This is an optimization exercise on Yosys and OpenROAD, whose aim is small area and a short achievable clock period, not a production implementation. In this exercise RTL edits were held to simulation tests only and were not proved equivalent to the original. Power is estimated from default activity; no workload was simulated.

## flow/flow/run.sh

```bash
#!/bin/bash
# Standard ORFS layout, but the port buffers are buf_1 cells.
set -euo pipefail
export BUFFER_PORTS_ARGS="-buffer_cell sky130_fd_sc_hd__buf_1"
bash standard.sh > standard.log 2>&1
```

## flow/standard.sh

```bash
#!/bin/bash
# synth_recipe.tcl (not shown) runs the flow's synth.tcl, then flattens the netlist and writes it again
# the make line also repeats each setting of config.mk as NAME=value (left out here)
make -C /OpenROAD-flow-scripts/flow DESIGN_CONFIG=/design/flow/config.mk WORK_HOME=/design/flow/orfs CLKGATE_MAP_FILE= SYNTH_SCRIPT=/design/flow/synth_recipe.tcl "${@:-finish}"
```

## flow/config.mk

```make
export PLATFORM = sky130hd
export DESIGN_NAME = aq_reduce_ctrl
export DESIGN_NICKNAME = aq_reduce_ctrl
export VERILOG_FILES = /design/flow/design.v
export SDC_FILE = /design/flow/constraint.sdc
export NUM_CORES = 4
export LEC_CHECK = 0
export CAP_MARGIN = 20
export CORE_MARGIN = 2
export CORE_UTILIZATION = 40
export SETUP_SLACK_MARGIN = 5.0
export SLEW_MARGIN = 20
```

## flow/constraint.sdc

```tcl
create_clock -name core_clock -period 8.0 [get_ports {CLK}]
set_input_delay 1.6000 -clock core_clock [delete_from_list [all_inputs] [get_ports {CLK}]]
set_output_delay 1.6000 -clock core_clock [all_outputs]
set_load 0.01 [all_outputs]
```

## flow/design.v

```verilog
module aq_reduce_ctrl #(
  parameter  int unsigned DRAIN_TO = 64,
  localparam int unsigned GW       = 16,
  localparam int unsigned DW       = 32,
  localparam int unsigned CW       = 32
) (
  input  logic          RST_N,
  input  logic          CLK,
  input  logic [GW-1:0] CFG_ORG_X,
  input  logic [GW-1:0] CFG_ORG_Y,
  input  logic [GW-1:0] CFG_CNV_X,
  input  logic [GW-1:0] CFG_CNV_Y,
  input  logic          START,
  input  logic          ABORT,
  input  logic          S_TVALID,
  input  logic [DW-1:0] S_TDATA,
  output logic          S_TREADY,
  output logic [GW-1:0] ORG_X,
  output logic [GW-1:0] ORG_Y,
  output logic [GW-1:0] CNV_X,
  output logic [GW-1:0] CNV_Y,
  output logic          DIN_WE,
  output logic          DIN_FSYNC,
  output logic [DW-1:0] DIN,
  input  logic          DOUT_OE,
  input  logic          DOUT_LAST,
  output logic          BUSY,
  output logic          DONE,
  output logic          ERR,
  output logic [CW-1:0] OUT_CNT
);
  logic          r_busy, r_fsync, r_tready, r_drain, r_done;
  logic          r_err, r_din_we;
  logic [DW-1:0] r_din;
  logic [CW-1:0] r_out_cnt;
  logic [GW-1:0] r_org_x, r_org_y, r_cnv_x, r_cnv_y;
  logic [GW-1:0] r_px_x, r_px_y;
  logic [GW-1:0] r_oc_x, r_oc_y;
  logic          r_oc_over;
  function automatic logic [GW-1:0] f_dec(input logic [GW-1:0] a, input logic en);
    logic [GW-1:0] m;
    for (int i = 0; i < GW; i++) begin
      m = '0;
      for (int j = 0; j < i; j++) m[j] = 1'b1;
      f_dec[i] = a[i] ^ (en && ((a & m) == '0));
    end
  endfunction
  function automatic logic [CW:0] f_inc(input logic [CW-1:0] a, input logic en);
    logic [CW:0] x, m;
    x = {1'b0, a};
    for (int i = 0; i <= CW; i++) begin
      m = '0;
      for (int j = 0; j < i; j++) m[j] = 1'b1;
      f_inc[i] = x[i] ^ (en && ((x & m) == m));
    end
  endfunction
  function automatic logic f_le(input logic [GW-1:0] a, input logic [GW-1:0] b);
    logic [GW-1:0] gt, lt;
    logic          g, l;
    for (int i = 0; i < GW; i++) begin
      gt[i] = a[i] && !b[i];
      lt[i] = !a[i] && b[i];
    end
    for (int s = 1; s < GW; s = s * 2)
      for (int i = 0; i + s < GW; i += 2 * s) begin
        g = gt[i + 2 * s - 1] || (!lt[i + 2 * s - 1] && gt[i + s - 1]);
        l = lt[i + 2 * s - 1] || (!gt[i + 2 * s - 1] && lt[i + s - 1]);
        gt[i + 2 * s - 1] = g;
        lt[i + 2 * s - 1] = l;
      end
    f_le = !gt[GW-1];
  endfunction
  logic          w_cfg_ok, w_start_ok, w_fin, w_sync1, w_hs, w_px_row, w_last_px;
  logic          w_drain_to, w_oe_en, w_wrap, w_oc_row, w_oc_load, w_cnt_eq;
  logic [CW:0]   w_out_inc;
  logic [GW-1:0] w_org_x_nxt, w_org_y_nxt, w_cnv_x_nxt, w_cnv_y_nxt;
  assign w_cfg_ok   = (CFG_CNV_X != '0) && f_le(CFG_CNV_X, CFG_ORG_X) &&
                      (CFG_CNV_Y != '0) && f_le(CFG_CNV_Y, CFG_ORG_Y);
  assign w_start_ok = !r_busy && START && w_cfg_ok;
  assign w_fin      = r_busy && r_done;
  assign w_sync1    = r_busy && !r_fsync && !r_tready && !r_drain && !r_done;
  assign w_hs       = r_tready && S_TVALID;
  assign w_px_row   = r_px_x == GW'(1);
  assign w_last_px  = w_px_row && (r_px_y == GW'(1));
  assign w_drain_to = r_px_y[5:0] == 6'(1 - DRAIN_TO);
  assign w_oe_en    = DOUT_OE && r_busy && !r_done;
  assign w_out_inc  = f_inc(r_out_cnt, w_oe_en);
  assign w_wrap     = w_out_inc[CW];
  assign w_oc_row   = w_oe_en && (r_oc_x == GW'(1));
  assign w_oc_load  = w_wrap;
  assign w_cnt_eq   = !r_oc_over && (w_oe_en ? (w_oc_row && (r_oc_y == GW'(1)))
                                             : (r_oc_y == '0));
  assign w_org_x_nxt = w_start_ok ? CFG_ORG_X : r_org_x;
  assign w_org_y_nxt = w_start_ok ? CFG_ORG_Y : r_org_y;
  assign w_cnv_x_nxt = w_start_ok ? CFG_CNV_X : r_cnv_x;
  assign w_cnv_y_nxt = w_start_ok ? CFG_CNV_Y : r_cnv_y;
  always_ff @(posedge CLK or negedge RST_N) begin
    if (!RST_N) begin
      r_busy    <= 1'b0;
      r_fsync   <= 1'b0;
      r_tready  <= 1'b0;
      r_drain   <= 1'b0;
      r_done    <= 1'b0;
      r_err     <= 1'b0;
      r_din_we  <= 1'b0;
      r_din     <= '0;
      r_out_cnt <= '0;
      r_org_x   <= '0;
      r_org_y   <= '0;
      r_cnv_x   <= '0;
      r_cnv_y   <= '0;
      r_px_x    <= '0;
      r_px_y    <= '0;
      r_oc_x    <= '0;
      r_oc_y    <= '0;
      r_oc_over <= 1'b0;
    end else begin
      r_busy   <= r_busy ? (!ABORT && !r_done) : (START && w_cfg_ok);
      r_fsync  <= w_start_ok;
      r_tready <= !ABORT && (w_sync1 || (r_tready && !(w_hs && w_last_px)));
      r_drain  <= !ABORT && ((w_hs && w_last_px) || (r_drain && !DOUT_LAST && !w_drain_to));
      r_done   <= (!r_busy && START && !w_cfg_ok) ||
                  (r_drain && !ABORT && (DOUT_LAST || w_drain_to));
      if (r_busy && ABORT)                r_err <= 1'b1;
      else if (!r_busy && START)          r_err <= !w_cfg_ok;
      else if (r_drain && DOUT_LAST)      r_err <= r_err || !w_cnt_eq;
      else if (r_drain && w_drain_to)     r_err <= 1'b1;
      r_din_we <= w_hs && !ABORT;
      if (w_hs && !ABORT) r_din <= S_TDATA;
      r_out_cnt <= w_start_ok ? '0 : w_out_inc[CW-1:0];
      r_org_x   <= w_org_x_nxt;
      r_org_y   <= w_org_y_nxt;
      r_cnv_x   <= w_cnv_x_nxt;
      r_cnv_y   <= w_cnv_y_nxt;
      r_px_x <= (r_fsync || (w_hs && w_px_row)) ? r_org_x : f_dec(r_px_x, w_hs);
      r_px_y <= r_fsync ? r_org_y : f_dec(r_px_y, (w_hs && w_px_row) || r_drain);
      if (!r_busy) begin
        r_oc_x    <= CFG_CNV_X;
        r_oc_y    <= CFG_CNV_Y;
        r_oc_over <= 1'b0;
      end else begin
        r_oc_x    <= (w_oc_load || w_oc_row) ? r_cnv_x : f_dec(r_oc_x, w_oe_en);
        r_oc_y    <= w_oc_load ? r_cnv_y : f_dec(r_oc_y, w_oc_row);
        r_oc_over <= !w_oc_load && (r_oc_over || (w_oe_en && r_oc_y == '0));
      end
    end
  end
  assign S_TREADY  = r_tready;
  assign ORG_X     = r_org_x;
  assign ORG_Y     = r_org_y;
  assign CNV_X     = r_cnv_x;
  assign CNV_Y     = r_cnv_y;
  assign DIN_WE    = r_din_we;
  assign DIN_FSYNC = r_fsync;
  assign DIN       = r_din;
  assign BUSY      = r_busy;
  assign DONE      = r_done;
  assign ERR       = r_err;
  assign OUT_CNT   = r_out_cnt;
endmodule
```

==> results_dict.tcl, run 1 <==
set metrics [dict create \
    layout_commonest_cell "buf_1" \
    grt_first_pass_wirelength_mm 46.5 \
    antenna_found_initial 0 \
    cts_buffer_depth 2 \
    gp_congestion 0.854 \
    syn_nets 1108 \
    period_needed_ns 3.68 \
    diodes 0 \
    routed_wl_mm 29.7 \
    root_buffer "clkbuf_16" \
    die-height_um 162 \
    cp_data_required_time_ns 8.32 \
    post-route-drc-count 0 \
    hold_violations 0 \
    critPathKind "in -> reg" \
    final_cell_mix "buf_1, dfrtp_1, nand2_1" \
    grtUsageTotal_pct 22.9 \
    syn_inst 1000 \
    core_area_um2 24400 \
    crit_path_max_fanout 8 \
    dp_hpwl_mm 20.0 \
    stdcell_area_um2 12800 \
    ys_ff_latch 200 \
    grt_pass1_vias 8470 \
    fin_crit_sh_pct 45.9 \
    placed_area_um2 11200 \
    ys_async_sr_fraction_pct 100 \
    wl_per_cell_um 18.5 \
    fin_setup_tns_ns 0 \
    ios 237 \
    crit_path_end_kind "register" \
    synth-edff-count 0 \
    grt_max_degree 137 \
    synth_ff_type "dfrtp_1" \
    path_clk_slew_ns 0.09 \
    via_count 8419 \
    largestRegisters "r_din x32, r_out_cnt x32" \
    powerDensity_nw_per_um2 271 \
    final_antenna_net_count 0 \
    maxSlewHeadroom_pct 34.6 \
    synth_cell_type_count 72 \
    r2r_cells 7 \
    r2r_setup_slack_ns 5.26 \
    slew_violations 0 \
    stdcell_count 1599 \
    avgSynthCellArea_um2 9.95 \
    skew_ns 0.0161 \
    fmax_mhz 272 \
    drive_gt1_share_pct 16.9 \
    cts_buffers 17 \
    r2r_start "r_oc_x[5]$_DFF_PN0_" \
    die_area_um2 26200 \
    ys_seq_area_share_pct 50.3 \
    crit_path_end "r_org_x[0]$_DFFE_PN0P_" \
    die_width_um 162 \
    startpoint "CFG_ORG_Y[8]" \
    finalSetupViolCount 0 \
    placementRows 57 \
    drtIter0Drc 542 \
    dp.cells 1525 \
    via_per_inst 5.27 \
    cts_tree "done" \
    power_leakage_nw 5.53 \
    cp_data_arrival_time_ns 4.00 \
    rsz0062_at_grt "true" \
    worst_pin_slew_ns 0.980 \
    r2r_end "r_oc_x[12]$_DFF_PN0_" \
    finalNetCount 1370 \
    synth.yosys.warnings 1 \
    cap_violations 0 \
    synthToLayoutAreaGrowth_pct 29.1 \
    max-vdd-ir-drop_uv 136 \
    worst_setup_path_start_kind "input port" \
    hp-class "reg -> reg" \
    firstDrtPassIters 5 \
    io_buffers 236 \
    setup_ws_ns 4.32 \
    status "finished clean" \
    start_util_pct 40.8 \
    dp_slack_ns 3.41 \
    clock_latency_ns 0.45 \
    cts-htree-levels 4 \
    cts.sinks 200 \
    syn_area_um2 9950 \
    overflow 0 \
]
[where the power goes]
group	total [mW]	internal, mW	leakage [nW]	switching, mW
sequential	1.65	1.33	2.50	0.321
clock	0.899	0.431	0.300	0.468
combinational	0.936	0.452	2.73	0.484
total	3.49	2.21	5.53	1.27
[logic make-up after synthesis]
group           after synthesis  synth area share, %
xor+xnor                     74                 6.51
compound gates              146                 9.12
mux                          71                 8.02
simple gates                406                 20.6
flops                       200                 50.3
buf+inv                      84                 3.43
fa+ha+maj                    19                 2.04
[cell type report]
cell class / count / area, µm²
Clock inverter: 15 / 194
Fill cell: 2297 / 11500
Tap cell: 324 / 405
Clock buffer: 17 / 425
Inverter: 42 / 158
Timing Repair Buffer: 283 / 1620
Sequential cell: 200 / 5010
Multi-Input combinational cell: 718 / 5030
[cells in the mapped netlist, types with 3 or more instances]
cell / number / area (µm²)
nor2b_1: 21 / 131
o22ai_1: 12 / 75.1
and4_1: 3 / 26.3
o211ai_1: 15 / 113
nor3_1: 16 / 80.1
xnor2_1: 38 / 333
dfrtp_1: 200 / 5000
o21a_1: 5 / 37.5
or4_1: 6 / 45.0
o31ai_1: 3 / 22.5
xor2_1: 36 / 315
and2_1: 8 / 50.1
or2_2: 3 / 18.8
clkbuf_1: 24 / 90.1
maj3_1: 14 / 140
nand4_1: 7 / 43.8
nor3_2: 3 / 30.0
or3_1: 11 / 68.8
ha_1: 5 / 62.6
mux2_2: 66 / 743
nand2_1: 150 / 563
nand3_1: 15 / 75.1
and3_1: 6 / 37.5
inv_1: 42 / 158
buf_2: 15 / 75.1
nor4_1: 23 / 144
o21ai_0: 47 / 235
nand2b_1: 20 / 125
nand3b_1: 4 / 30.0
nor2_1: 91 / 342
mux2_1: 4 / 45.0
a21oi_1: 34 / 170
[worst max-delay path, stage by stage]
cell and delay [ns]:
buf_1 0.09, nand2b_1 0.15, maj3_1 0.36, maj3_1 0.36, maj3_2 0.33, o32ai_4 0.17, nor3_4 0.09, buf_12 0.14
buf_4 0.13, buf_12 0.13, buf_16 0.15, mux2_4 0.29
[per-layer routing]
layer  GRT usage [%]  part of all wire, %  vias to the layer above
li1                -                    -                     3982
met1            30.5                   44                     4154
met2            37.2                   48                      231
met3            5.11                  5.1                       52
met4            7.68                  2.5                        0
met5               0                    0                        -
[how the worst min path moves through the flow]
stage | slack, ns | start | cells after the start | endpoint
finish | 0.48 | r_din[23]$_DFFE_PN0P_ | 2 | r_din[23]$_DFFE_PN0P_
global route | 0.50 | r_din[22]$_DFFE_PN0P_ | 2 | r_din[22]$_DFFE_PN0P_
CTS | 0.48 | r_din[23]$_DFFE_PN0P_ | 2 | r_din[23]$_DFFE_PN0P_
detailed placement | 0.46 | r_din[23]$_DFFE_PN0P_ | 2 | r_din[23]$_DFFE_PN0P_
global placement | 0.46 | r_din[24]$_DFFE_PN0P_ | 2 | r_din[24]$_DFFE_PN0P_
floorplan | 0.51 | r_din[0]$_DFFE_PN0P_ | 2 | r_din[0]$_DFFE_PN0P_
[metrics by stage]
step | power (mW) | hold slack [ns] | utilization (%)
after floorplan | 2.12 | 0.512 | -
after global placement | 2.49 | 0.458 | 46.1
after detailed placement | 2.51 | 0.461 | 46.1
after CTS | 3.51 | 0.483 | 51.9
after global routing | 3.69 | 0.498 | 52.7
final | 3.49 | 0.478 | 52.7
[what timing repair did]
item,4_1_cts,5_1_grt
gates resized for setup,82,23
hold buffers,0,0
endpoints found under the hold margin,0,0
buffers inserted,25,6
pin swaps,24,11
endpoints found under the setup margin,167,138
cloned,10,1
==> run 2: changes to the inputs <==
--- a/flow/config.mk
+++ b/flow/config.mk
@@ -5,6 +5,7 @@
 export SDC_FILE = /design/flow/constraint.sdc
 export NUM_CORES = 4
 export LEC_CHECK = 0
+export ABC_CLOCK_PERIOD_IN_PS = 2500
 export CAP_MARGIN = 20
 export CORE_MARGIN = 2
 export CORE_UTILIZATION = 40
==> results_dict.tcl, run 2 <==
set metrics [dict create \
    cap_violations 0 \
    fin_crit_sh_pct 45.9 \
    overflow 0 \
    via_per_inst 5.27 \
    period_needed_ns 3.68 \
    post-route-drc-count 0 \
    fillers 2297 \
    io_buffers 236 \
    core_area_um2 24400 \
    layout_commonest_cell "buf_1" \
    finalNetCount 1370 \
    startpoint "CFG_ORG_Y[8]" \
    r2r_setup_slack_ns 5.26 \
    slowest_stage "maj3_1" \
    syn_inst 1000 \
    grt_first_pass_wirelength_mm 46.5 \
    final_antenna_net_count 0 \
    rsz0062_at_grt "true" \
    crit_path_max_fanout 8 \
    cts_buffer_depth 2 \
    yosys-top-cells-area "dfrtp_1, mux2_2, nand2_1, nor2_1, xnor2_1" \
    path_clk_slew_ns 0.09 \
    hold_violations 0 \
    synth_ff_type "dfrtp_1" \
    root_buffer "clkbuf_16" \
    final_cell_mix "buf_1, dfrtp_1, nand2_1" \
    worst_pin_slew_ns 0.980 \
    diodes 0 \
    clock_latency_ns 0.45 \
    avgSynthCellArea_um2 9.95 \
    largestRegisters "r_din x32, r_out_cnt x32" \
    power_leakage_nw 5.53 \
    finalSetupViolCount 0 \
    hp-class "reg -> reg" \
    powerDensity_nw_per_um2 271 \
    fin_setup_tns_ns 0 \
    critPathMaxStageDelay_ns 0.36 \
    syn_nets 1108 \
    syn_area_um2 9950 \
    cts-htree-levels 4 \
    cts_buffers 17 \
    synth_cell_type_count 72 \
    r2r_start "r_oc_x[5]$_DFF_PN0_" \
    cts_tree "done" \
    wl_per_cell_um 18.5 \
    die-height_um 162 \
    critPathKind "in -> reg" \
    ys_seq_area_share_pct 50.3 \
    r2r_cells 7 \
    min_from "r_din[23]$_DFFE_PN0P_" \
    cts.sinks 200 \
    dp_hpwl_mm 20.0 \
    critical_path.cell_chain "buf_1, nand2b_1, maj3_1, maj3_1, maj3_2, o32ai_4, nor3_4, buf_12, buf_4, buf_12, buf_16, mux2_4" \
    crit_path_end_kind "register" \
    grtUsageTotal_pct 22.9 \
    die_width_um 162 \
    synthToLayoutAreaGrowth_pct 29.1 \
    ys_async_sr_fraction_pct 100 \
    hold_buffers 0 \
    cp_data_arrival_time_ns 4.00 \
    start_util_pct 40.8 \
    synth.most_common_cell "dfrtp_1" \
    ios 237 \
    status "finished clean" \
    synth_top_area_share_pct 50.3 \
    drive_gt1_share_pct 16.9 \
    ys_ff_latch 200 \
    synth.yosys.warnings 1 \
    yosys-top-cells-count "dfrtp_1, nand2_1, nor2_1" \
    slew_violations 0 \
    cp_data_required_time_ns 8.32 \
    maxSlewHeadroom_pct 34.6 \
    worstHoldPathCells 2 \
    via_count 8419 \
    skew_ns 0.0161 \
    worst_setup_path_start_kind "input port" \
    synth_top_cell_by_area "dfrtp_1" \
    power.total_mw 3.49 \
    drtIter0Drc 542 \
    antenna_found_initial 0 \
    firstDrtPassIters 5 \
    placementRows 57 \
    die_area_um2 26200 \
    routed_wl_mm 29.7 \
    grt_pass1_vias 8470 \
    max-vdd-ir-drop_uv 136 \
    synth-edff-count 0 \
    gp_congestion 0.854 \
    fmax_mhz 272 \
    grt_max_degree 137 \
]
run 2: cell counts after synthesis:
No cell type changed its count.
run 2: critical path: cells and delay by family:
| family | cells | cell delay (ns) |
|---|---|---|
| AO/OA/AOI/OAI | 1 | 0.17 |
| adder cells (fa/ha/maj) | 3 | 1.05 |
| buffers and inverters | 5 | 0.64 |
| multiplexers | 1 | 0.29 |
| AND/OR/NAND/NOR | 2 | 0.24 |
run 2: final timing paths:
kind | end
max | r_org_x[0]$_DFFE_PN0P_
min | r_din[23]$_DFFE_PN0P_
max reg2reg | r_oc_x[12]$_DFF_PN0_
min reg2reg | r_din[23]$_DFFE_PN0P_
max in group asynchronous | r_busy$_DFF_PN0_
min in group asynchronous | r_out_cnt[11]$_DFF_PN0_
run 2: timing repair:
action	CTS	global route
pin swaps	24	11
gates cloned	10	1
endpoints found under the setup margin	167	138
buffers inserted	25	6
gates resized for setup	82	23
run 2: logic make-up (layout without fill, tap and decap cells):
kind of cell | after synthesis | after routing | synth area share, %
adders and majority gates | 19 | 19 | 2.04
buffers and inverters | 84 | 357 | 3.43
DFF | 200 | 200 | 50.3
xor gates and xnor gates | 74 | 74 | 6.51
AOI/OAI and AO/OA | 146 | 146 | 9.12
muxes | 71 | 71 | 8.02
and+or+nand+nor | 406 | 408 | 20.6
run 2: per-layer routing:
layer	GRT usage, %	share of wire [%]
met1	30.5	44
met2	37.2	48
met3	5.11	5.1
met4	7.68	2.5
met5	0	0
run 2: area by class of cell:
| cell class | count | area, µm² | area share [%] |
|---|---|---|---|
| Clock buffer | 17 | 425 | 3.31 |
| Timing Repair Buffer | 283 | 1620 | 12.6 |
| Tap cell | 324 | 405 | 3.16 |
| Sequential cell | 200 | 5010 | 39.0 |
| Clock inverter | 15 | 194 | 1.51 |
| Multi-Input combinational cell | 718 | 5030 | 39.2 |
| Inverter | 42 | 158 | 1.23 |
run 2: stage by stage:
| step | util (%) | worst slack [ns] | instance area [µm²] | cells | hold slack [ns] |
|---|---|---|---|---|---|
| after floorplan | - | 4.27 | 10200 | 1000 | 0.512 |
| after global routing | 52.7 | 4.28 | 12800 | 1599 | 0.498 |
| after detailed placement | 46.1 | 3.41 | 11200 | 1525 | 0.461 |
| after CTS | 51.9 | 4.28 | 12700 | 1592 | 0.483 |
| after global placement | 46.1 | 3.45 | 11200 | 1525 | 0.458 |
| final | 52.7 | 4.32 | 12800 | 1599 | 0.478 |
run 2: report_power, final:
| group | switching [mW] | internal [mW] | total, mW |
|---|---|---|---|
| Combinational | 0.484 | 0.452 | 0.936 |
| Sequential | 0.321 | 1.33 | 1.65 |
| Clock | 0.468 | 0.431 | 0.899 |
==> run 3: changes to the inputs <==
==> flow/config.mk (replaced) <==
export PLATFORM = sky130hd
export DESIGN_NAME = aq_reduce_ctrl
export DESIGN_NICKNAME = aq_reduce_ctrl
export VERILOG_FILES = /design/flow/design.v
export SDC_FILE = /design/flow/constraint.sdc
export NUM_CORES = 4
export LEC_CHECK = 0
export CAP_MARGIN = 20
export CORE_MARGIN = 2
export CORE_UTILIZATION = 55
export SETUP_SLACK_MARGIN = 4.5
export SLEW_MARGIN = 20
==> results_dict.tcl, run 3 <==
set metrics [dict create \
    status "finished clean" \
    grt_first_pass_wirelength_mm 42.8 \
    worstHoldPathCells 2 \
    worst_setup_path_start_kind "input port" \
    dp.cells 1430 \
    largestRegisters "r_din x32, r_out_cnt x32" \
    cp_data_arrival_time_ns 3.97 \
    crit_path_end_kind "register" \
    stdcell_count 1490 \
    clock_latency_ns 0.44 \
    via_per_inst 5.56 \
    synth_cell_type_count 72 \
    layout_commonest_cell "buf_1" \
    yosys-top-cells-area "dfrtp_1, mux2_2, nand2_1, nor2_1, xnor2_1" \
    final_cell_mix "buf_1, dfrtp_1, nand2_1" \
    syn_area_um2 9950 \
    final_antenna_net_count 0 \
    critPathKind "in -> reg" \
    via_count 8282 \
    ys_ff_latch 200 \
    cts.sinks 200 \
    die-height_um 139 \
    ios 237 \
    r2r_start "r_busy$_DFF_PN0_" \
    routed_wl_mm 26.9 \
    worst_pin_slew_ns 1.00 \
    drive_gt1_share_pct 14.3 \
    finalSetupViolCount 0 \
    die_width_um 139 \
    root_buffer "clkbuf_16" \
    finalNetCount 1355 \
    powerDensity_nw_per_um2 275 \
    slowest_stage "maj3_1" \
    synth.yosys.warnings 1 \
    cp_data_required_time_ns 8.33 \
    overflow 0 \
    avgSynthCellArea_um2 9.95 \
    cts_buffer_depth 2 \
    fin_setup_tns_ns 0 \
    power_leakage_nw 5.33 \
    path_depth 11 \
    post-route-drc-count 0 \
    syn_inst 1000 \
    wl_per_cell_um 18.1 \
    yosys-top-cells-count "dfrtp_1, nand2_1, nor2_1" \
    grtUsageTotal_pct 28.0 \
    ys_seq_area_share_pct 50.3 \
    syn_nets 1108 \
    core_area_um2 17800 \
    fin_crit_sh_pct 45.5 \
    synth-edff-count 0 \
    startpoint "CFG_CNV_X[1]" \
    die_area_um2 19200 \
    fmax_mhz 275 \
    placementRows 49 \
    ys_async_sr_fraction_pct 100 \
    synthToLayoutAreaGrowth_pct 23.9 \
    path_clk_slew_ns 0.08 \
    io_buffers 236 \
    hp-class "reg -> reg" \
    firstDrtPassIters 4 \
    maxSlewHeadroom_pct 33.2 \
    cts_buffers 17 \
    r2r_cells 8 \
    min_from "r_din[25]$_DFFE_PN0P_" \
    synth.most_common_cell "dfrtp_1" \
    synth_top_cell_by_area "dfrtp_1" \
    synth_top_area_share_pct 50.3 \
    critical_path.cell_chain "buf_1, inv_1, maj3_1, a21oi_1, o32ai_4, o211ai_1, nor3_4, buf_6, buf_4, buf_16, mux2_4" \
    antenna_found_initial 1 \
    skew_ns 0.0119 \
    cp_top_family "buffers and inverters" \
    drtIter0Drc 545 \
    dp_hpwl_mm 17.8 \
    grt_pass1_vias 7981 \
    cap_violations 0 \
    slew_violations 0 \
    start_util_pct 55.8 \
    period_needed_ns 3.64 \
    critPathMaxStageDelay_ns 0.42 \
    max-vdd-ir-drop_uv 170 \
    cts-htree-levels 4 \
    grt_max_degree 74 \
    cts_tree "done" \
    crit_path_max_fanout 7 \
    rsz0062_at_grt "true" \
    crit_buf_inv 5 \
    hold_violations 0 \
    synth_ff_type "dfrtp_1" \
    gp_congestion 0.857 \
    hold_buffers 0 \
]
## run 3: cell type report
| class | instances | area, µm² |
|---|---|---|
| diodes | 1 | 2.50 |
| clock buffers | 17 | 425 |
| clock inverters | 15 | 156 |
| fillers | 1454 | 5510 |
| inverters | 42 | 158 |
| multi-input cells | 717 | 4900 |
| flip-flops and latches | 200 | 5010 |
| well taps | 229 | 287 |
| repair buffers | 269 | 1400 |
## run 3: path summary, 6_finish.rpt
check | end | slack (ns)
min | r_din[25]$_DFFE_PN0P_ | 0.48
max | r_cnv_x[10]$_DFFE_PN0P_ | 4.36
max reg2reg | r_oc_y[4]$_DFF_PN0_ | 4.90
max in group asynchronous | r_busy$_DFF_PN0_ | 5.22
min in group asynchronous | r_out_cnt[9]$_DFF_PN0_ | 1.26
min reg2reg | r_din[25]$_DFFE_PN0P_ | 0.48
## run 3: cell families after synthesis
group	after synthesis	share of synthesized area [%]
buffers and inverters	84	3.43
adder cells (fa/ha/maj)	19	2.04
XOR/XNOR	74	6.51
AND/OR/NAND/NOR	406	20.6
flip-flops	200	50.3
AO/OA/AOI/OAI	146	9.12
multiplexers	71	8.02
## run 3: where the power goes
part | leakage (nW) | switching [mW] | internal, mW | total (mW)
clock network | 0.278 | 0.431 | 0.417 | 0.848
registers | 2.50 | 0.294 | 1.33 | 1.63
logic | 2.55 | 0.474 | 0.446 | 0.920
## run 3: stage by stage
step | area (µm²) | hold WS, ns | worst slack, ns | power (mW) | util, %
after floorplan | 10100 | 0.512 | 4.27 | 2.11 | -
after CTS | 12300 | 0.480 | 4.37 | 3.40 | 68.7
final | 12300 | 0.476 | 4.36 | 3.39 | 69.1
after global placement | 11100 | 0.457 | 3.54 | 2.45 | 62.1
after global routing | 12300 | 0.496 | 4.31 | 3.58 | 69.1
after detailed placement | 11100 | 0.461 | 3.49 | 2.47 | 62.1
## run 3: worst min-delay path, stage by stage (launching register included)
cell,delay (ns)
dfrtp_1,0.34
nand2_1,0.05
nand2_1,0.05
## run 3: timing repair
item / in CTS / in global routing
setup endpoints to repair: 129 / 126
buffers inserted: 17 / 1
pin swaps: 8 / 5
cloned: 8 / 1
resized for setup: 63 / 13
## run 3: per-layer routing
| metal | routed length, µm | track usage, % | part of all wire, % | vias to the layer above |
|---|---|---|---|---|
| met5 | 0 | 0 | 0 | - |
| met4 | 582 | 8.49 | 2.2 | 0 |
| met3 | 1680 | 6.96 | 6.2 | 40 |
| met2 | 12600 | 43.9 | 47 | 247 |
| met1 | 12000 | 38.9 | 45 | 4029 |
| li1 | - | - | - | 3966 |
==> run 4: changes to the inputs <==
--- a/flow/design.v
+++ b/flow/design.v
@@ -73,6 +73,7 @@
   logic          w_cfg_ok, w_start_ok, w_fin, w_sync1, w_hs, w_px_row, w_last_px;
   logic          w_drain_to, w_oe_en, w_wrap, w_oc_row, w_oc_load, w_cnt_eq;
   logic [CW:0]   w_out_inc;
+  logic [CW-1:0] w_out_cnt;
   logic [GW-1:0] w_org_x_nxt, w_org_y_nxt, w_cnv_x_nxt, w_cnv_y_nxt;
   assign w_cfg_ok   = (CFG_CNV_X != '0) && f_le(CFG_CNV_X, CFG_ORG_X) &&
                       (CFG_CNV_Y != '0) && f_le(CFG_CNV_Y, CFG_ORG_Y);
@@ -84,7 +85,8 @@
   assign w_last_px  = w_px_row && (r_px_y == GW'(1));
   assign w_drain_to = r_px_y[5:0] == 6'(1 - DRAIN_TO);
   assign w_oe_en    = DOUT_OE && r_busy && !r_done;
-  assign w_out_inc  = f_inc(r_out_cnt, w_oe_en);
+  assign w_out_cnt  = r_fsync ? '0 : r_out_cnt;
+  assign w_out_inc  = f_inc(w_out_cnt, w_oe_en);
   assign w_wrap     = w_out_inc[CW];
   assign w_oc_row   = w_oe_en && (r_oc_x == GW'(1));
   assign w_oc_load  = w_wrap;
@@ -127,7 +129,7 @@
       else if (r_drain && w_drain_to)     r_err <= 1'b1;
       r_din_we <= w_hs && !ABORT;
       if (w_hs && !ABORT) r_din <= S_TDATA;
-      r_out_cnt <= w_start_ok ? '0 : w_out_inc[CW-1:0];
+      r_out_cnt <= w_out_inc[CW-1:0];
       r_org_x   <= w_org_x_nxt;
       r_org_y   <= w_org_y_nxt;
       r_cnv_x   <= w_cnv_x_nxt;
@@ -156,5 +158,5 @@
   assign BUSY      = r_busy;
   assign DONE      = r_done;
   assign ERR       = r_err;
-  assign OUT_CNT   = r_out_cnt;
+  assign OUT_CNT   = w_out_cnt;
 endmodule
==> results_dict.tcl, run 4 <==
set metrics [dict create \
    status "finished clean" \
    largestRegisters "r_din x32, r_out_cnt x32" \
    synth_top_family_by_area "simple AND/OR/NAND/NOR gates" \
    avgSynthCellArea_um2 9.99 \
    hold_violations 0 \
    die_width_um 140 \
    grt_pass1_vias 8046 \
    synth_adder_area_share_pct 1.86 \
    ys_seq_area_share_pct 49.2 \
    hp-class "reg -> reg" \
    start_util_pct 56.4 \
    cts_buffers 17 \
    ios 237 \
    stdcell_area_um2 12200 \
    path_clk_slew_ns 0.08 \
    final_antenna_net_count 0 \
    placed_area_um2 11200 \
    synth_xor_area_share_pct 5.69 \
    firstDrtPassIters 5 \
    synth.most_common_cell "dfrtp_1" \
    die_area_um2 19600 \
    power.total_mw 3.45 \
    via_count 8321 \
    core_area_um2 18000 \
    cp_data_arrival_time_ns 3.78 \
    crit_path_max_fanout 6 \
    finalSetupViolCount 0 \
    clock_latency_ns 0.44 \
    final_cell_mix "buf_1, dfrtp_1, nand2_1" \
    worstHoldPathCells 2 \
    io_buffers 236 \
    synth_mux_area_share_pct 9.60 \
    period_needed_ns 3.45 \
    final_core_util_pct 67.8 \
    r2r_cells 8 \
    via_per_inst 5.55 \
    antenna_found_initial 1 \
    critPathKind "in -> reg" \
    syn_nets 1125 \
    synth_compound_gate_area_share_pct 9.25 \
    path_common_cell "maj3_2" \
    gp_congestion 0.845 \
    critPathMaxStageDelay_ns 0.33 \
    routed_wl_mm 26.9 \
    power_leakage_nw 5.53 \
    ys_ff_latch 200 \
    r2r_end "r_oc_x[6]$_DFF_PN0_" \
    dp_slack_ns 3.01 \
    cp_data_required_time_ns 8.33 \
    fillers 1519 \
    wl_per_cell_um 17.9 \
    crit_buf_inv 3 \
    cts_tree "done" \
    synth-edff-count 0 \
    worst_setup_path_start_kind "input port" \
    dp_hpwl_mm 18.0 \
    drtIter0Drc 552 \
    cts-htree-levels 4 \
    worst_pin_slew_ns 0.978 \
    synth_top_cell_by_area "dfrtp_1" \
    max-vdd-ir-drop_uv 199 \
    synth_cell_type_count 67 \
    root_buffer "clkbuf_16" \
    critical_path.cell_chain "buf_1, nor2b_1, maj3_2, maj3_2, maj3_2, o221a_4, o211ai_4, buf_12, buf_16, mux2_2" \
    crit_path_end_kind "register" \
    die-height_um 140 \
    skew_ns 0.0109 \
    placementRows 49 \
    grtUsageTotal_pct 27.1 \
    hold-path-endpoint "r_din[5]$_DFFE_PN0P_" \
    synth.yosys.warnings 1 \
    grt_max_degree 70 \
    r2r_start "r_fsync$_DFF_PN0_" \
    maxSlewHeadroom_pct 34.8 \
    yosys-top-cells-count "dfrtp_1, nand2_1, nor2_1" \
    yosys-top-cells-area "dfrtp_1, nand2_1, mux2_4, mux2_2, nor2_1" \
    slowest_stage "mux2_2" \
    layout_commonest_cell "buf_1" \
    r2r_setup_slack_ns 4.77 \
    drive_gt1_share_pct 14.3 \
    syn_inst 1017 \
    fin_crit_sh_pct 43.2 \
    fmax_mhz 289 \
    grt_first_pass_wirelength_mm 42.3 \
    slew_violations 0 \
    cts_buffer_depth 2 \
    powerDensity_nw_per_um2 282 \
    fin_setup_tns_ns 0 \
    synth_top_area_share_pct 49.2 \
    overflow 0 \
    post-route-drc-count 0 \
    yosys.area_share.simple_pct 19.9 \
    finalNetCount 1365 \
    cap_violations 0 \
    synthToLayoutAreaGrowth_pct 20.2 \
    synth_ff_type "dfrtp_1" \
    hold_buffers 0 \
    rsz0062_at_grt "false" \
    min_from "r_din[5]$_DFFE_PN0P_" \
    ys_async_sr_fraction_pct 100 \
    setup_ws_ns 4.55 \
    cts.sinks 200 \
    syn_area_um2 10200 \
    cp_top_family "adder cells" \
]
[run 4: worst max path at each step]
stage            startpoint                       to  slack [ns]  cells past startpoint
2_1_floorplan  CFG_ORG_X[4]  r_cnv_x[10]$_DFFE_PN0P_        4.36                      9
3_3_place_gp   CFG_CNV_Y[4]  r_org_x[15]$_DFFE_PN0P_        3.06                      9
3_5_place_dp   CFG_CNV_Y[4]  r_org_x[15]$_DFFE_PN0P_        3.01                      9
4_1_cts        CFG_CNV_X[7]   r_cnv_x[4]$_DFFE_PN0P_        4.50                     10
5_1_grt        CFG_CNV_Y[9]  r_cnv_y[15]$_DFFE_PN0P_        4.50                     10
6_report       CFG_ORG_X[4]  r_cnv_y[15]$_DFFE_PN0P_        4.55                     10
[run 4: repair_timing]
action	4_1_cts	5_1_grt
resized for setup	24	16
endpoints found under the setup margin	123	92
pin swaps	5	8
buffers inserted	7	7
cloned	4	4
[run 4: cell families after synthesis]
group	after synthesis
AND/OR/NAND/NOR	409
flip-flops	200
AO/OA/AOI/OAI	152
buffers and inverters	96
multiplexers	77
XOR/XNOR	66
adder cells (fa/ha/maj)	17
[run 4: per-layer routing]
| layer | up-vias | track usage [%] | share of wire (%) |
|---|---|---|---|
| li1 | 3987 | - | - |
| met1 | 4026 | 38.6 | 45 |
| met2 | 272 | 42.5 | 47 |
| met3 | 36 | 5.71 | 6.6 |
| met4 | 0 | 7.16 | 1.6 |
| met5 | - | 0 | 0 |
[run 4: power breakdown]
group	leakage (nW)	switching, mW	internal, mW	total, mW
clock network	0.301	0.419	0.484	0.903
logic	2.73	0.479	0.449	0.928
registers	2.50	0.282	1.34	1.62
[run 4: cell type report]
type | instances | area [µm²] | share of cell area, %
tap | 229 | 287 | 2.34
inverter | 51 | 191 | 1.57
sequential | 200 | 5010 | 41.0
multi-input combinational | 723 | 4860 | 39.8
clock inverter | 14 | 179 | 1.46
antenna | 1 | 2.50 | 0.0205
timing repair buffer | 264 | 1260 | 10.3
clock buffer | 18 | 439 | 3.59
[run 4: worst reg2reg max path: stages, from the launching register on]
cell and delay [ns]:
dfrtp_2 0.54, buf_12 0.25, nand4b_1 0.34, nor4_2 0.73
nand4_1 0.42, and2_4 0.36, mux2_2 0.29, nand2_1 0.06
o21ai_0 0.09
[run 4: per-stage QoR]
step           hold slack (ns)  cells
3_3_place_gp             0.456   1444
4_1_cts                  0.480   1487
5_1_grt                  0.502   1500
2_1_floorplan            0.485   1017
3_5_place_dp             0.460   1444
6_report                 0.473   1500
==> run 5: changes to the inputs <==
--- a/flow/config.mk
+++ b/flow/config.mk
@@ -8,5 +8,7 @@
 export CAP_MARGIN = 20
 export CORE_MARGIN = 2
 export CORE_UTILIZATION = 55
+export CTS_BUF_LIST = sky130_fd_sc_hd__clkbuf_8
+export CTS_CLUSTER_SIZE = 10
 export SETUP_SLACK_MARGIN = 4.5
 export SLEW_MARGIN = 20
==> results_dict.tcl, run 5 <==
set metrics [dict create \
    status "finished clean" \
    layout_commonest_cell "buf_1" \
    finalSetupViolCount 0 \
    wl_per_cell_um 17.6 \
    clock_latency_ns 0.48 \
    crit_path_max_fanout 11 \
    cts_tree "done" \
    path_clk_slew_ns 0.11 \
    diodes 0 \
    grtUsageTotal_pct 26.7 \
    finalNetCount 1359 \
    rsz0062_at_grt "true" \
    ys_ff_latch 200 \
    hp-class "reg -> reg" \
    period_needed_ns 3.48 \
    hold_buffers 0 \
    r2r_end "r_oc_x[6]$_DFF_PN0_" \
    via_count 8236 \
    die_width_um 140 \
    power_leakage_nw 5.38 \
    hold-path-endpoint "r_din[5]$_DFFE_PN0P_" \
    syn_inst 1017 \
    dp_slack_ns 3.01 \
    synth_top_area_share_pct 49.2 \
    hold_violations 0 \
    maxSlewHeadroom_pct 28.9 \
    synth_cell_type_count 67 \
    critPathKind "in -> reg" \
    dp_hpwl_mm 18.0 \
    powerDensity_nw_per_um2 271 \
    max-vdd-ir-drop_uv 176 \
    cts-htree-levels 4 \
    min_from "r_din[5]$_DFFE_PN0P_" \
    final_core_util_pct 66.1 \
    root_buffer "clkbuf_8" \
    skew_ns 0.0162 \
    post-route-drc-count 0 \
    overflow 0 \
    grt_first_pass_wirelength_mm 41.6 \
    grt_pass1_vias 7935 \
    die-height_um 140 \
    via_per_inst 5.52 \
    fin_crit_sh_pct 43.5 \
    yosys-top-cells-count "dfrtp_1, nand2_1, nor2_1" \
    r2r_setup_slack_ns 4.74 \
    drive_gt1_share_pct 13.5 \
    cp_data_arrival_time_ns 3.86 \
    largestRegisters "r_din x32, r_out_cnt x32" \
    synth.most_common_cell "dfrtp_1" \
    core_area_um2 18000 \
    timing.hold.ws_ns 0.481 \
    die_area_um2 19600 \
    ios 237 \
    avgSynthCellArea_um2 9.99 \
    firstDrtPassIters 5 \
    start_util_pct 56.4 \
    fillers 1560 \
    worst_pin_slew_ns 1.06 \
    routed_wl_mm 26.2 \
    worst_setup_path_start_kind "input port" \
    r2r_cells 8 \
    ys_seq_area_share_pct 49.2 \
    fmax_mhz 287 \
    antenna_found_initial 0 \
    crit_path_end_kind "register" \
    synth-edff-count 0 \
    setup_ws_ns 4.52 \
    slew_violations 0 \
    cts_buffers 17 \
    yosys-top-cells-area "dfrtp_1, nand2_1, mux2_4, mux2_2, nor2_1" \
    final_cell_mix "buf_1, dfrtp_1, nand2_1" \
    synth_top_cell_by_area "dfrtp_1" \
    drtIter0Drc 496 \
    cap_violations 0 \
    startpoint "CFG_ORG_Y[4]" \
    synth_ff_type "dfrtp_1" \
    ys_async_sr_fraction_pct 100 \
    cp_data_required_time_ns 8.38 \
    placementRows 49 \
    syn_area_um2 10200 \
    synth.yosys.warnings 1 \
    final_antenna_net_count 0 \
    synthToLayoutAreaGrowth_pct 17.2 \
    io_buffers 236 \
    worstHoldPathCells 2 \
    cts_buffer_depth 2 \
    fin_setup_tns_ns 0 \
    r2r_start "r_fsync$_DFF_PN0_" \
    grt_max_degree 70 \
    cts.sinks 200 \
    gp_congestion 0.845 \
    syn_nets 1125 \
]
run 5: kinds of logic (layout without fill, tap and decap cells):
kind of cell	after synthesis	after routing	share of synthesized area, %
and+or+nand+nor	409	410	19.9
xor gates and xnor gates	66	66	5.69
buffers and inverters	96	341	4.43
DFF	200	200	49.2
muxes	77	77	9.60
AOI/OAI and AO/OA	152	153	9.25
adders and majority gates	17	17	1.86
run 5: power by group:
group | internal, mW | switching (mW) | total [mW]
sequential | 1.34 | 0.281 | 1.62
clock | 0.301 | 0.394 | 0.695
combinational | 0.444 | 0.475 | 0.920
total | 2.08 | 1.15 | 3.23
run 5: worst max-delay path, stage by stage:
cell and delay (ns):
buf_1 0.10, nand2b_1 0.16, maj3_1 0.37, nand2_1 0.08, a311oi_1 0.05, o41a_4 0.55, o211ai_4 0.23, buf_4 0.21
clkbuf_16 0.20, mux2_4 0.30
run 5: worst max path at each step:
stage	end	slack, ns	depth (start not counted)
after floorplan	r_cnv_x[10]$_DFFE_PN0P_	4.36	9
after global placement	r_org_x[15]$_DFFE_PN0P_	3.06	9
after detailed placement	r_org_x[15]$_DFFE_PN0P_	3.01	9
after CTS	r_cnv_x[12]$_DFFE_PN0P_	4.50	10
after global routing	r_org_x[12]$_DFFE_PN0P_	4.50	10
final	r_cnv_x[13]$_DFFE_PN0P_	4.52	10
run 5: area by class of cell:
| cell class | instances | area [µm²] | area share, % |
|---|---|---|---|
| well taps | 229 | 287 | 2.40 |
| clock buffers | 18 | 248 | 2.08 |
| multi-input cells | 723 | 4840 | 40.6 |
| repair buffers | 258 | 1160 | 9.74 |
| inverters | 51 | 191 | 1.61 |
| flip-flops and latches | 200 | 5010 | 42.1 |
| clock inverters | 14 | 179 | 1.50 |
run 5: layer usage:
metal | track usage (%) | vias to the layer above | share of wire (%) | routed length [µm]
met4 | 6.79 | 0 | 1.5 | 401
li1 | - | 3961 | - | -
met5 | 0 | - | 0 | 0
met1 | 38.3 | 3972 | 46 | 12100
met3 | 5.78 | 27 | 6.0 | 1580
met2 | 41.7 | 276 | 46 | 12200
run 5: through the flow:
| step | cells | cell area, µm² | total power [mW] |
|---|---|---|---|
| floorplan | 1017 | 10200 | 2.16 |
| global placement | 1444 | 11200 | 2.50 |
| detailed placement | 1444 | 11200 | 2.53 |
| CTS | 1486 | 11800 | 3.23 |
| global route | 1493 | 11900 | 3.42 |
| finish | 1493 | 11900 | 3.23 |
run 5: repair_timing:
| action | CTS | global route |
|---|---|---|
| endpoints found under the hold margin | 0 | 0 |
| buffers inserted | 7 | 4 |
| setup endpoints to repair | 129 | 93 |
| pin swaps | 5 | 4 |
| gates cloned | 3 | 2 |
| resized for setup | 18 | 17 |
==> run 6: changes to the inputs <==
--- a/flow/config.mk
+++ b/flow/config.mk
@@ -8,7 +8,5 @@
 export CAP_MARGIN = 20
 export CORE_MARGIN = 2
 export CORE_UTILIZATION = 55
-export CTS_BUF_LIST = sky130_fd_sc_hd__clkbuf_8
-export CTS_CLUSTER_SIZE = 10
-export SETUP_SLACK_MARGIN = 4.5
+export SETUP_SLACK_MARGIN = 4.8
 export SLEW_MARGIN = 20
==> results_dict.tcl, run 6 <==
set metrics [dict create \
    status "finished clean" \
    placed_area_um2 11300 \
    ios 237 \
    cts-htree-levels 4 \
    die_width_um 140 \
    critical_path.cell_chain "buf_2, inv_1, maj3_2, maj3_2, maj3_2, o221a_4, o211ai_4, buf_8, clkbuf_16, mux2_2" \
    syn_inst 1017 \
    dp_hpwl_mm 18.1 \
    worst_setup_path_start_kind "input port" \
    p_sw_share_pct 33.9 \
    regArea_um2 5010 \
    ys_async_sr_fraction_pct 100 \
    drive_gt1_share_pct 16.1 \
    critPathMaxStageDelay_ns 0.33 \
    path_clk_slew_ns 0.07 \
    avgSynthCellArea_um2 9.99 \
    cp_data_required_time_ns 8.32 \
    placementRows 49 \
    synth.most_common_cell "dfrtp_1" \
    synth.yosys.warnings 1 \
    skew_ns 0.00931 \
    crit_path_max_fanout 8 \
    io_buffers 236 \
    hp-class "reg -> reg" \
    drtIter0Drc 617 \
    final_core_util_pct 68.8 \
    ys_ff_latch 200 \
    stdcell_area_um2 12400 \
    via_count 8311 \
    layout_commonest_cell "buf_1" \
    finalSetupViolCount 0 \
    yosys-top-cells-count "dfrtp_1, nand2_1, nor2_1" \
    grtUsageTotal_pct 27.3 \
    clkPwrFrac_pct 25.7 \
    cts_buffers 17 \
    firstDrtPassIters 5 \
    diodes 0 \
    synth_top_cell_by_area "dfrtp_1" \
    power_leakage_nw 5.60 \
    period_needed_ns 3.44 \
    clock_latency_ns 0.44 \
    antenna_found_initial 0 \
    synth-edff-count 0 \
    dp_slack_ns 3.41 \
    fmax_mhz 291 \
    cts.sinks 200 \
    synth_top_area_share_pct 49.2 \
    overflow 0 \
    fin_setup_tns_ns 0 \
    gp_congestion 0.816 \
    crit_path_end_kind "register" \
    intPower_mw 2.29 \
    via_per_inst 5.55 \
    maxSlewHeadroom_pct 31.9 \
    slew_violations 0 \
    cp_top_family "adder cells" \
    grt_first_pass_wirelength_mm 42.5 \
    worst_pin_slew_ns 1.02 \
    syn_area_um2 10200 \
    wl_per_cell_um 18.4 \
    cp_data_arrival_time_ns 3.76 \
    crit_buf_inv 4 \
    multi_input_area_um2 4970 \
    rsz0062_at_grt "true" \
    cts_buffer_depth 2 \
    final_cell_mix "buf_1, dfrtp_1, nand2_1" \
    p_sw_mw 1.17 \
    slowest_stage "mux2_2" \
    cap_violations 0 \
    seqPwrFrac_pct 47.0 \
    hold_violations 0 \
    root_buffer "clkbuf_16" \
    die_area_um2 19600 \
    synth_cell_type_count 67 \
    critPathKind "in -> reg" \
    grt_pass1_vias 7957 \
    post-route-drc-count 0 \
    path_common_cell "maj3_2" \
    fin_crit_sh_pct 43.0 \
    cts_tree "done" \
    synth_ff_type "dfrtp_1" \
    largestRegisters "r_din x32, r_out_cnt x32" \
    fillers 1498 \
    max-vdd-ir-drop_uv 176 \
    setup_ws_ns 4.56 \
    yosys-top-cells-area "dfrtp_1, nand2_1, mux2_4, mux2_2, nor2_1" \
    die-height_um 140 \
    comb_power_share_pct 27.3 \
    grt_max_degree 86 \
    start_util_pct 56.4 \
    ys_seq_area_share_pct 49.2 \
    synthToLayoutAreaGrowth_pct 22.0 \
    core_area_um2 18000 \
    routed_wl_mm 27.5 \
    powerDensity_nw_per_um2 279 \
    final_antenna_net_count 0 \
    finalNetCount 1364 \
    syn_nets 1125 \
]
run 6: path summary, 6_finish.rpt:
kind	start	slack [ns]	endpoint	depth (start not counted)
min in group asynchronous	RST_N	1.24	r_out_cnt[8]$_DFF_PN0_	1
min reg2reg	r_din[22]$_DFFE_PN0P_	0.47	r_din[22]$_DFFE_PN0P_	2
max	CFG_CNV_X[5]	4.56	r_org_y[3]$_DFFE_PN0P_	10
min	r_din[22]$_DFFE_PN0P_	0.47	r_din[22]$_DFFE_PN0P_	2
max in group asynchronous	RST_N	5.25	r_busy$_DFF_PN0_	2
max reg2reg	r_fsync$_DFF_PN0_	5.11	r_oc_x[6]$_DFF_PN0_	9
run 6: per-stage QoR:
step / power [mW] / std cells / hold WS (ns)
final: 3.46 / 1498 / 0.472
after global routing: 3.65 / 1498 / 0.497
after CTS: 3.45 / 1489 / 0.478
after detailed placement: 2.54 / 1445 / 0.460
after global placement: 2.51 / 1445 / 0.456
after floorplan: 2.17 / 1017 / 0.485
run 6: kinds of logic after synthesis:
logic type	synth area share, %
adder cells (fa/ha/maj)	1.86
AND/OR/NAND/NOR	19.9
multiplexers	9.60
AO/OA/AOI/OAI	9.25
buffers and inverters	4.43
flip-flops	49.2
XOR/XNOR	5.69
run 6: timing repair:
action / in CTS / in global routing
hold endpoints to repair: 0 / 0
pin swaps: 6 / 3
resized for setup: 53 / 23
buffers inserted: 8 / 6
cloned: 4 / 3
endpoints found under the setup margin: 150 / 112
hold buffers: 0 / 0
run 6: worst reg2reg max path: cells and delay by family (launching register included):
kind,cells,cell delay [ns]
AND/OR/NAND/NOR,5,1.59
buffers and inverters,2,0.35
AO/OA/AOI/OAI,1,0.07
multiplexers,1,0.30
flip-flops,1,0.45
run 6: power groups by stage:
stage / logic [mW] / clock network, mW / registers, mW
5_1_grt: 1.04 / 0.940 / 1.68
3_5_place_dp: 0.903 / 0 / 1.64
2_1_floorplan: 0.500 / 0 / 1.67
4_1_cts: 0.927 / 0.900 / 1.63
3_3_place_gp: 0.882 / 0 / 1.63
6_report: 0.946 / 0.888 / 1.63
run 6: metal layers:
layer,GRT usage [%],vias up,wire (µm)
met1,38.9,4014,12400
li1,-,3984,-
met2,43.0,286,12900
met4,5.89,0,335
met3,6.70,27,1820
met5,0,-,0
run 6: layout make-up:
cell class	instances	area share [%]
Tap cell	229	2.31
Sequential cell	200	40.4
Multi-Input combinational cell	722	40.1
Clock buffer	21	3.71
Inverter	51	1.54
Timing Repair Buffer	264	10.8
Clock inverter	11	1.11
==> run 7: changes to the inputs <==
==> flow/flow/run.sh (replaced) <==
#!/bin/bash
# Standard ORFS layout with two changes: the port buffers are buf_1 cells, and
# synthesis maps the logic with flow/abc_speed.script (a delay-driven ABC map)
# in place of ORFS's own abc_speed.script. Everything else is ORFS's scripts.
set -euo pipefail
rm -rf myscripts
cp -r "$FLOW_HOME/scripts" myscripts
cp flow/abc_speed.script myscripts/abc_speed.script
export SCRIPTS_DIR="$PWD/myscripts"
export BUFFER_PORTS_ARGS="-buffer_cell sky130_fd_sc_hd__buf_1"
bash standard.sh > standard.log 2>&1
==> flow/flow/abc_speed.script (new file) <==
strash
balance
dch
map -D 100
topo
stime -c
buffer -c
upsize -c
dnsize -c
--- a/flow/config.mk
+++ b/flow/config.mk
@@ -8,5 +8,7 @@
 export CAP_MARGIN = 20
 export CORE_MARGIN = 2
 export CORE_UTILIZATION = 55
-export SETUP_SLACK_MARGIN = 4.8
+export CTS_BUF_LIST = sky130_fd_sc_hd__clkbuf_8
+export CTS_CLUSTER_SIZE = 10
+export SETUP_SLACK_MARGIN = 5.0
 export SLEW_MARGIN = 20
==> results_dict.tcl, run 7 <==
set metrics [dict create \
    worst_setup_path_start_kind "register" \
    via_per_inst 5.64 \
    diodes 0 \
    worstHoldPathCells 1 \
    cp_top_family "flip-flops" \
    power_leakage_nw 6.35 \
    placementRows 51 \
    drtIter0Drc 1124 \
    stdcell_count 1883 \
    start_util_pct 56.0 \
    setup_ws_ns 4.86 \
    period_needed_ns 3.14 \
    synth_compound_gate_area_share_pct 9.05 \
    synth_top_area_share_pct 46.1 \
    final_antenna_net_count 0 \
    powerDensity_nw_per_um2 252 \
    cts.sinks 200 \
    avgSynthCellArea_um2 7.97 \
    fin_crit_sh_pct 39.2 \
    r2r_cells 8 \
    gp_congestion 0.908 \
    dp_slack_ns 3.64 \
    ys_seq_area_share_pct 46.1 \
    critPathKind "reg -> out" \
    drive_gt1_share_pct 12.9 \
    largestRegisters "r_din x32, r_out_cnt x32" \
    status "finished clean" \
    hold_buffers 0 \
    yosys.area_share.simple_pct 31.2 \
    hold_violations 0 \
    synth.most_common_cell "nand2_1" \
    cts_buffers 17 \
    slowest_stage "dfrtp_2" \
    skew_ns 0.0192 \
    grt_first_pass_wirelength_mm 49.7 \
    root_buffer "clkbuf_8" \
    cts-htree-levels 4 \
    grtUsageTotal_pct 30.6 \
    layout_commonest_cell "nand2_1" \
    grt_pass1_vias 9529 \
    synth_top_cell_by_area "dfrtp_1" \
    io_buffers 236 \
    crit_path_max_fanout 20 \
    synth_adder_area_share_pct 0.576 \
    die_area_um2 20900 \
    antenna_found_initial 0 \
    firstDrtPassIters 5 \
    r2r_setup_slack_ns 5.20 \
    synth-edff-count 0 \
    wl_per_cell_um 17.6 \
    finalSetupViolCount 0 \
    grt-busiest-layer "met2" \
    crit_path_end_kind "output port" \
    grt_max_degree 69 \
    ys_async_sr_fraction_pct 100 \
    syn_inst 1364 \
    grt_use_met3_pct 4.14 \
    final_core_util_pct 67.1 \
    hp-class "reg -> reg" \
    r2r_end "r_oc_y[10]$_DFF_PN0_" \
    syn_nets 1472 \
    dp.cells 1822 \
    final_cell_mix "nand2_1, buf_1, dfrtp_1" \
    maxSlewHeadroom_pct 43.8 \
    clock_latency_ns 0.50 \
    yosys-top-cells-area "dfrtp_1, nand2_1, nand4_1, nor2_1, inv_1" \
    crit_buf_inv 3 \
    routed_wl_mm 33.1 \
    critPathMaxStageDelay_ns 0.50 \
    hold-path-endpoint "r_out_cnt[25]$_DFF_PN0_" \
    yosys-top-cells-count "nand2_1, dfrtp_1, nor2_1" \
    syn_area_um2 10900 \
    die_width_um 145 \
    synth_xor_area_share_pct 2.34 \
    die-height_um 145 \
    worst_pin_slew_ns 0.844 \
    synth_ff_type "dfrtp_1" \
    critical_path.cell_chain "clkinv_8, nand2_4, clkinv_4, buf_1" \
    fmax_mhz 319 \
    post-route-drc-count 0 \
    fin_setup_tns_ns 0 \
    finalNetCount 1713 \
    dp_hpwl_mm 22.3 \
    synth_top_family_by_area "simple AND/OR/NAND/NOR gates" \
    cts_tree "done" \
    path_clk_slew_ns 0.12 \
    r2r_start "r_fsync$_DFF_PN0_" \
    synth_cell_type_count 55 \
    cap_violations 0 \
    synthToLayoutAreaGrowth_pct 19.7 \
    min_from "r_out_cnt[25]$_DFF_PN0_" \
    rsz0062_at_grt "true" \
    cp_data_required_time_ns 6.40 \
    via_count 10600 \
    synth.yosys.warnings 1 \
    ios 237 \
    use_met2_pct 47.3 \
    cp_data_arrival_time_ns 1.54 \
    synth_mux_area_share_pct 3.32 \
    max-vdd-ir-drop_uv 141 \
    cts_buffer_depth 2 \
    met1_usage_pct 44.2 \
    overflow 0 \
    ys_ff_latch 200 \
    slew_violations 0 \
    core_area_um2 19400 \
]
run 7: worst max-delay path by stage:
stage | startpoint | to | slack [ns] | cells past startpoint
finish | r_fsync$_DFF_PN0_ | OUT_CNT[31] | 4.86 | 4
global route | r_fsync$_DFF_PN0_ | OUT_CNT[31] | 4.81 | 4
CTS | r_fsync$_DFF_PN0_ | OUT_CNT[31] | 4.85 | 4
detailed placement | DOUT_OE | r_oc_y[3]$_DFF_PN0_ | 3.64 | 8
global placement | DOUT_OE | r_oc_y[3]$_DFF_PN0_ | 3.68 | 8
floorplan | DOUT_OE | r_oc_y[10]$_DFF_PN0_ | 4.93 | 7
run 7: power breakdown:
part / switching, mW / total (mW) / internal, mW
combinational: 0.606 / 0.973 / 0.367
sequential: 0.284 / 1.62 / 1.33
clock: 0.441 / 0.687 / 0.246
total: 1.33 / 3.28 / 1.94
run 7: cell families (layout without fill, tap and decap cells):
group,Yosys count,after routing
AND/OR/NAND/NOR,742,744
flip-flops,200,200
buffers and inverters,197,449
AO/OA/AOI/OAI,159,159
multiplexers,32,32
XOR/XNOR,29,29
adder cells (fa/ha/maj),5,5
run 7: through the flow:
step           power, mW  instance area [µm²]  hold slack (ns)
4_1_cts             3.26                12700            0.483
6_report            3.28                13000            0.486
3_5_place_dp        2.56                11900            0.466
3_3_place_gp        2.54                11900            0.466
2_1_floorplan       2.14                10900            0.440
5_1_grt             3.49                13000            0.512
run 7: layout make-up:
cell class | instances | area [µm²]
clock buffer | 17 | 234
clock inverter | 15 | 196
multi-input combinational | 969 | 5280
timing repair buffer | 275 | 1400
tap | 265 | 332
fill | 1714 | 6390
timing repair inverter | 1 | 8.76
sequential | 200 | 5010
inverter | 141 | 551
run 7: repair_timing:
| action | CTS | global route |
|---|---|---|
| resized for setup | 73 | 32 |
| setup buffers | 12 | 10 |
| gates cloned | 3 | 4 |
| pin swaps | 5 | 7 |
| endpoints found under the setup margin | 142 | 124 |
run 7: metal layers:
layer  vias to the layer above  part of all wire [%]
li1                       5060                     -
met1                      5011                    44
met2                       485                    46
met3                        73                   7.6
met4                         0                   2.7
met5                         -                     0
==> run 8: changes to the inputs <==
==> flow/flow/abc_speed.script (replaced) <==
strash
balance
dch
map -D 100
topo
==> results_dict.tcl, run 8 <==
set metrics [dict create \
    start_util_pct 55.9 \
    synth_top_area_share_pct 48.0 \
    finalNetCount 1758 \
    final_core_util_pct 74.4 \
    slew_violations 0 \
    r2r_start "r_fsync$_DFF_PN0_" \
    cp_data_arrival_time_ns 1.64 \
    skew_ns 0.0181 \
    hold_buffers 0 \
    max-vdd-ir-drop_uv 144 \
    avgSynthCellArea_um2 7.97 \
    regArea_um2 5010 \
    die-height_um 142 \
    root_buffer "clkbuf_8" \
    r2r_end "r_oc_y[14]$_DFF_PN0_" \
    worst_pin_slew_ns 0.876 \
    drtIter0Drc 867 \
    ios 237 \
    cts_buffers 17 \
    via_per_inst 5.89 \
    ys_seq_area_share_pct 48.0 \
    largestRegisters "r_din x32, r_out_cnt x32" \
    multi_input_area_um2 5450 \
    drive_gt1_share_pct 18.6 \
    post-route-drc-count 0 \
    wl_per_cell_um 18.9 \
    slowest_stage "dfrtp_4" \
    cts-htree-levels 4 \
    overflow 0 \
    placed_area_um2 11900 \
    setup_ws_ns 4.76 \
    startpoint "r_fsync$_DFF_PN0_" \
    final_cell_mix "nand2_1, dfrtp_1, buf_1" \
    synth_cell_type_count 34 \
    ys_async_sr_fraction_pct 100 \
    r2r_cells 10 \
    layout_commonest_cell "nand2_1" \
    syn_nets 1416 \
    critPathMaxStageDelay_ns 0.56 \
    crit_path_max_fanout 6 \
    crit_path_end "OUT_CNT[30]" \
    grt_max_degree 80 \
    yosys-top-cells-count "nand2_1, dfrtp_1, nor2_1" \
    die_width_um 142 \
    cp_data_required_time_ns 6.40 \
    hp-class "reg -> reg" \
    cts.sinks 200 \
    cts_tree "done" \
    finalSetupViolCount 0 \
    core_area_um2 18600 \
    path_common_cell "buf_12" \
    path_clk_slew_ns 0.11 \
    gp_congestion 0.912 \
    power.total_mw 3.34 \
    period_needed_ns 3.24 \
    grt_pass1_vias 9905 \
    dp_slack_ns 3.85 \
    dp_hpwl_mm 21.8 \
    fin_crit_sh_pct 40.5 \
    synth-edff-count 0 \
    antenna_found_initial 1 \
    via_count 11200 \
    ys_ff_latch 200 \
    worst_setup_path_start_kind "register" \
    synth_top_cell_by_area "dfrtp_1" \
    synthToLayoutAreaGrowth_pct 33.1 \
    stdcell_area_um2 13900 \
    power_leakage_nw 6.26 \
    synth_ff_type "dfrtp_1" \
    syn_inst 1308 \
    rsz0062_at_grt "true" \
    yosys-top-cells-area "dfrtp_1, nand2_1, nand4_1, nor2_1, clkinv_1" \
    r2r_setup_slack_ns 4.82 \
    die_area_um2 20100 \
    maxSlewHeadroom_pct 41.5 \
    fillers 1412 \
    grtUsageTotal_pct 32.1 \
    placementRows 50 \
    status "finished clean" \
    clock_latency_ns 0.50 \
    io_buffers 236 \
    routed_wl_mm 35.9 \
    cts_buffer_depth 2 \
    critical_path.cell_chain "buf_12, buf_12, clkinv_8, nand2_8, clkinv_4, buf_6" \
    critPathKind "reg -> out" \
    final_antenna_net_count 0 \
    syn_area_um2 10400 \
    fin_setup_tns_ns 0 \
    crit_path_end_kind "output port" \
    synth.yosys.warnings 1 \
    hold_violations 0 \
    synth.most_common_cell "nand2_1" \
    grt_first_pass_wirelength_mm 50.7 \
    cap_violations 0 \
    firstDrtPassIters 5 \
    powerDensity_nw_per_um2 241 \
    fmax_mhz 308 \
]
[run 8: cell types whose count changed in the layout (fill, tap and decap cells not counted), moves of 16 or more]
cell | before | now
inv_1 | 135 | 0
clkinv_1 | 1 | 119
buf_1 | 205 | 181
buf_4 | 26 | 50
buf_6 | 3 | 26
clkbuf_2 | 5 | 25
nand2_1 | 364 | 348
[run 8: final cells by class]
type                    count  share of cell area [%]
multi-input cells         970                    39.3
flip-flops and latches    200                    36.1
repair buffers            317                    14.5
inverters                 141                    4.74
well taps                 234                    2.11
clock buffers              17                    1.69
clock inverters            15                    1.24
repair inverters            3                   0.298
diodes                      1                  0.0180
[run 8: worst max-delay path: cells and delay by family, from the launching register on]
kind                   cells  cell delay (ns)
buffers and inverters      5             0.54
DFF                        1             0.56
and+or+nand+nor            1             0.05
[run 8: per-layer routing]
| layer | vias to the layer above | track usage, % | routed length, µm | part of all wire, % |
|---|---|---|---|---|
| met5 | - | 0 | 0 | 0 |
| met4 | 0 | 11.9 | 1390 | 3.9 |
| met1 | 5293 | 44.0 | 14300 | 40 |
| li1 | 5158 | - | - | - |
| met3 | 121 | 5.37 | 3320 | 9.3 |
| met2 | 612 | 51.7 | 16900 | 47 |
[run 8: cell families after synthesis]
kind of cell	share of synthesized area (%)
simple gates	31.2
buf+inv	5.08
mux	3.46
compound gates	9.24
fa+ha+maj	0.600
xor+xnor	2.44
flops	48.0
[run 8: stage by stage]
| step | cells | hold slack [ns] |
|---|---|---|
| floorplan | 1308 | 0.447 |
| global placement | 1787 | 0.469 |
| detailed placement | 1787 | 0.479 |
| CTS | 1851 | 0.500 |
| global route | 1897 | 0.533 |
| finish | 1898 | 0.502 |
[run 8: timing repair]
| action | in CTS | in global routing |
|---|---|---|
| gates cloned | 6 | 9 |
| buffers inserted | 26 | 37 |
| hold endpoints to repair | 0 | 0 |
| setup endpoints to repair | 140 | 144 |
| pin swaps | 9 | 16 |
| gates resized for setup | 136 | 87 |
[run 8: worst min path at each step]
stage,startpoint,end,slack (ns),cells past startpoint
after global routing,r_din[16]$_DFFE_PN0P_,r_din[16]$_DFFE_PN0P_,0.53,1
after floorplan,r_out_cnt[25]$_DFF_PN0_,r_out_cnt[25]$_DFF_PN0_,0.45,1
final,r_org_y[8]$_DFFE_PN0P_,r_org_y[8]$_DFFE_PN0P_,0.50,2
after global placement,r_out_cnt[25]$_DFF_PN0_,r_out_cnt[25]$_DFF_PN0_,0.47,1
after detailed placement,r_org_y[10]$_DFFE_PN0P_,r_org_y[10]$_DFFE_PN0P_,0.48,2
after CTS,r_out_cnt[25]$_DFF_PN0_,r_out_cnt[25]$_DFF_PN0_,0.50,1
[run 8: where the power goes]
group | switching (mW) | internal, mW | leakage [nW]
Combinational | 0.642 | 0.412 | 3.53
Sequential | 0.282 | 1.33 | 2.53
Clock | 0.433 | 0.242 | 0.202

-- afterwards: timing with drivers on the ports --
How much do the figures lean on ideal ports? The routed layouts below were timed once more, with nothing changed but the port constraints.
Step 1 assumes that a clkbuf_16 drives the clock port and a buf_2 every other input.
Step 2 moves the port delays by t, midway between the first and last clock arrival at a register: inputs arrive t later, outputs are due t later. That takes back most of the time a late clock gives input paths.
Three values: no drivers, after step 1, after step 2; two values: the first two.
run	t, ns	setup slack, ns	cell pins on the clock port's net
run 1	0.485	4.324 / 4.335 / 3.850	1
run 2	0.485	4.324 / 4.335 / 3.850	1
run 3	0.483	4.361 / 4.382 / 3.899	1
run 4	0.482	4.545 / 4.570 / 4.088	1
run 5	0.518	4.518 / 4.537 / 4.019	1
run 6	0.477	4.563 / 4.570 / 4.093	1
run 7	0.534	4.863 / 4.819 / 4.518	1
run 8	0.531	4.758 / 4.717 / 4.452	1
After both steps setup and hold are still met in every run listed. For run 5, which loses most, drivers alone change the setup slack by +0.019 ns; drivers and shift together by -0.499 ns.
